This is an optimization exercise on Yosys and OpenROAD, whose aim is small area, a short achievable clock period and few clock cycles, not a production implementation. In this exercise RTL edits were held to simulation tests only and were not proved equivalent to the original. Power figures rest on the tool's default switching activity, not on a simulated workload.

Setup of rev 12:
## mem_front_top
module mem_front_top #(
  parameter int QUEUE_DEPTH = 4
) (
  input  logic         clock,
  input  logic         reset,
  input  logic         fetch_req,           
  input  logic [63:0]  fetch_addr,
  output logic         fetch_ack,
  output logic [63:0]  fetch_data,
  input  logic         data_req,            
  input  logic [128:0] data_cmd,            
  output logic         data_ack,
  output logic [63:0]  load_data,
  output logic [1:0]   proc2mem_command,
  output logic [63:0]  proc2mem_addr,
  output logic [63:0]  proc2mem_data,
  input  logic [3:0]   mem2proc_response,
  input  logic [63:0]  mem2proc_data,
  input  logic [3:0]   mem2proc_tag
);
  logic       own_f;     
  logic       f_acked;   
  logic       f_pend;    
  logic [3:0] f_tag;
  logic       d_pend;    
  logic f_bid, d_bid, d_store, accepted, f_ret, d_ret;
  assign d_store  = data_cmd[128];
  assign f_bid    = own_f && fetch_req && !f_pend;
  assign d_bid    = !own_f && data_req && !d_pend;
  assign accepted = (mem2proc_response != 4'd0);
  assign proc2mem_command = {d_bid && d_store, f_bid || (d_bid && !d_store)};
  assign proc2mem_addr    = {data_cmd[127:80] & {48{!own_f}},
                             own_f ? fetch_addr[15:3] : data_cmd[79:67],
                             data_cmd[66:64]};
  assign proc2mem_data    = data_cmd[63:0];
  logic [3:0] tag_x;
  logic       tag_eq, tag_nz;
  assign tag_x  = mem2proc_tag ^ f_tag;
  assign tag_eq = !(tag_x[0] || tag_x[1] || tag_x[2] || tag_x[3]);
  assign tag_nz = mem2proc_tag[0] || mem2proc_tag[1] || mem2proc_tag[2] || mem2proc_tag[3];
  assign f_ret  = f_pend && tag_eq;
  assign d_ret  = d_pend && tag_nz && !tag_eq;
  assign fetch_ack  = f_ret;
  assign fetch_data = mem2proc_data;
  assign data_ack   = d_ret || (d_bid && d_store && accepted);
  assign load_data  = mem2proc_data;
  always_ff @(posedge clock) begin
    if (reset) begin
      own_f   <= 1'b0;
      f_acked <= 1'b0;
      f_pend  <= 1'b0;
      d_pend  <= 1'b0;
    end else begin
      own_f   <= f_acked || (fetch_req && !f_pend && !(f_bid && accepted) && !f_ret);
      f_acked <= f_ret;
      if (f_ret) f_pend <= 1'b0;
      else if (f_bid && accepted) f_pend <= 1'b1;
      if (d_ret) d_pend <= 1'b0;
  ...
Settings: LEC_CHECK=0, CAP_MARGIN=20, CORE_AREA=5 5 176 176, CTS_BUF_LIST=sky130_fd_sc_hd__clkbuf_2, DIE_AREA=0 0 181 181, SETUP_SLACK_MARGIN=2.72, SLEW_MARGIN=20; clock period 6.0 ns.
standard.sh (not shown) runs the stock make flow with config.mk's settings and CLKGATE_MAP_FILE= SYNTH_SCRIPT=/design/flow/synth_recipe.tcl, a recipe that flattens the netlist after the stock synthesis.
==> flow/flow/run.sh <==
#!/bin/bash
# The standard layout, with the smallest buffer on every port.
set -euo pipefail
export BUFFER_PORTS_ARGS="-buffer_cell sky130_fd_sc_hd__buf_1"
bash standard.sh > standard.log 2>&1
Testbench counts of rev 12, summed over its fixed seeds: cycles 24,588.
### rev 12 -> rev 13
- changing DIE_AREA from 0 0 181 181 to 0 0 185 185
- changing SETUP_SLACK_MARGIN from 2.72 to 2.68
- changing CORE_AREA from 5 5 176 176 to 5 5 180 180
### Flow results
Fmax: rev 13 below rev 12. Lower worst IR drop on VDD was reported by rev 12, not rev 13. Against rev 12 as the reference, rev 13 delivers a lower number of antenna violations at the first check in global routing.

* * *

mem_front_top again, from the RTL that the note above started with.
Design mem_front_top, start of the top module:
module mem_front_top #(
  parameter int QUEUE_DEPTH = 4
) (
  input  logic         clock,
  input  logic         reset,
  input  logic         fetch_req,           
  input  logic [63:0]  fetch_addr,
  output logic         fetch_ack,
  output logic [63:0]  fetch_data,
  input  logic         data_req,            
  input  logic [128:0] data_cmd,            
  output logic         data_ack,
  output logic [63:0]  load_data,
  output logic [1:0]   proc2mem_command,
  output logic [63:0]  proc2mem_addr,
  output logic [63:0]  proc2mem_data,
  input  logic [3:0]   mem2proc_response,
  input  logic [63:0]  mem2proc_data,
  input  logic [3:0]   mem2proc_tag
);
  logic       own_f;     
  logic       f_acked;   
  logic       f_pend;    
  logic [3:0] f_tag;
  logic       d_pend;    
  logic f_bid, d_bid, d_store, accepted, f_ret, d_ret;
  assign d_store  = data_cmd[128];
  assign f_bid    = own_f && fetch_req && !f_pend;
  assign d_bid    = !own_f && data_req && !d_pend;
  assign accepted = (mem2proc_response != 4'd0);
  assign proc2mem_command = {d_bid && d_store, f_bid || (d_bid && !d_store)};
  assign proc2mem_addr    = {data_cmd[127:80] & {48{!own_f}},
                             own_f ? fetch_addr[15:3] : data_cmd[79:67],
                             data_cmd[66:64]};
  assign proc2mem_data    = data_cmd[63:0];
  ...
==> flow/config.mk <==
export PLATFORM = sky130hd
export DESIGN_NAME = mem_front_top
export DESIGN_NICKNAME = mem_front_top
export VERILOG_FILES = /design/flow/design.v
export SDC_FILE = /design/flow/constraint.sdc
export NUM_CORES = 4
export LEC_CHECK = 0
export CAP_MARGIN = 20
export CORE_AREA = 5 5 195 195
export CTS_BUF_LIST = sky130_fd_sc_hd__clkbuf_2
export DIE_AREA = 0 0 200 200
export SETUP_SLACK_MARGIN = 2.65
export SLEW_MARGIN = 20
==> flow/constraint.sdc <==
create_clock -name core_clock -period 6.0 [get_ports {clock}]
set_input_delay 1.2000 -clock core_clock [delete_from_list [all_inputs] [get_ports {clock}]]
set_output_delay 1.2000 -clock core_clock [all_outputs]
set_load 0.01 [all_outputs]
Scripts as last shown in full above: flow/flow/run.sh
Testbench counts at the start, summed over its fixed seeds: cycles 24,588.
==> next run, changes <==
CORE_AREA = 5 5 180 180   (was 5 5 195 195)
CTS_CLUSTER_DIAMETER = 300   (was not set)
CTS_CLUSTER_SIZE = 30   (was not set)
DIE_AREA = 0 0 185 185   (was 0 0 200 200)
SETUP_SLACK_MARGIN = 2.72   (was 2.65)
Global-route usage went down by 0.33 points; first-iteration DRC count came out higher by 21%; wire length drops by 15%; cell count goes down by 9.2%; die area is lower by 14%; worst setup slack gets better by 0.098 ns; maximum frequency is higher by 3.0%; hold slack is worse by 0.0041 ns; clock-buffer cell count does not change.

[afterwards: timing with drivers on the ports]
How much do the figures lean on ideal ports? The routed layouts below were timed once more, with nothing changed but the port constraints.
Step 1 sets driving cells, clkbuf_16 on the clock port and buf_2 on the other inputs (assumed; they add their load-dependent delay and slew).
Step 2 moves the port delays by t, midway between the first and last clock arrival at a register: inputs arrive t later, outputs are due t later. That takes back most of the time a late clock gives input paths.
a / b / c = ideal ports / drivers / drivers and shift; a / b = the first two.
run | shift t [ns] | setup WS [ns] | cell pins on the clock port's net
rev 12 | 0.269 | 2.782 / 2.695 / 2.695 | 1
rev 13 | 0.252 | 2.737 / 2.706 / 2.706 | 1
the first run of note 2 | 0.270 | 2.659 / 2.632 / 2.632 | 1
the second run of note 2 | 0.252 | 2.757 / 2.729 / 2.729 | 1
After both steps every run listed still meets setup and hold. The setup slack of rev 12, which loses most, moves by -0.087 ns with the drivers and by -0.087 ns with both steps.
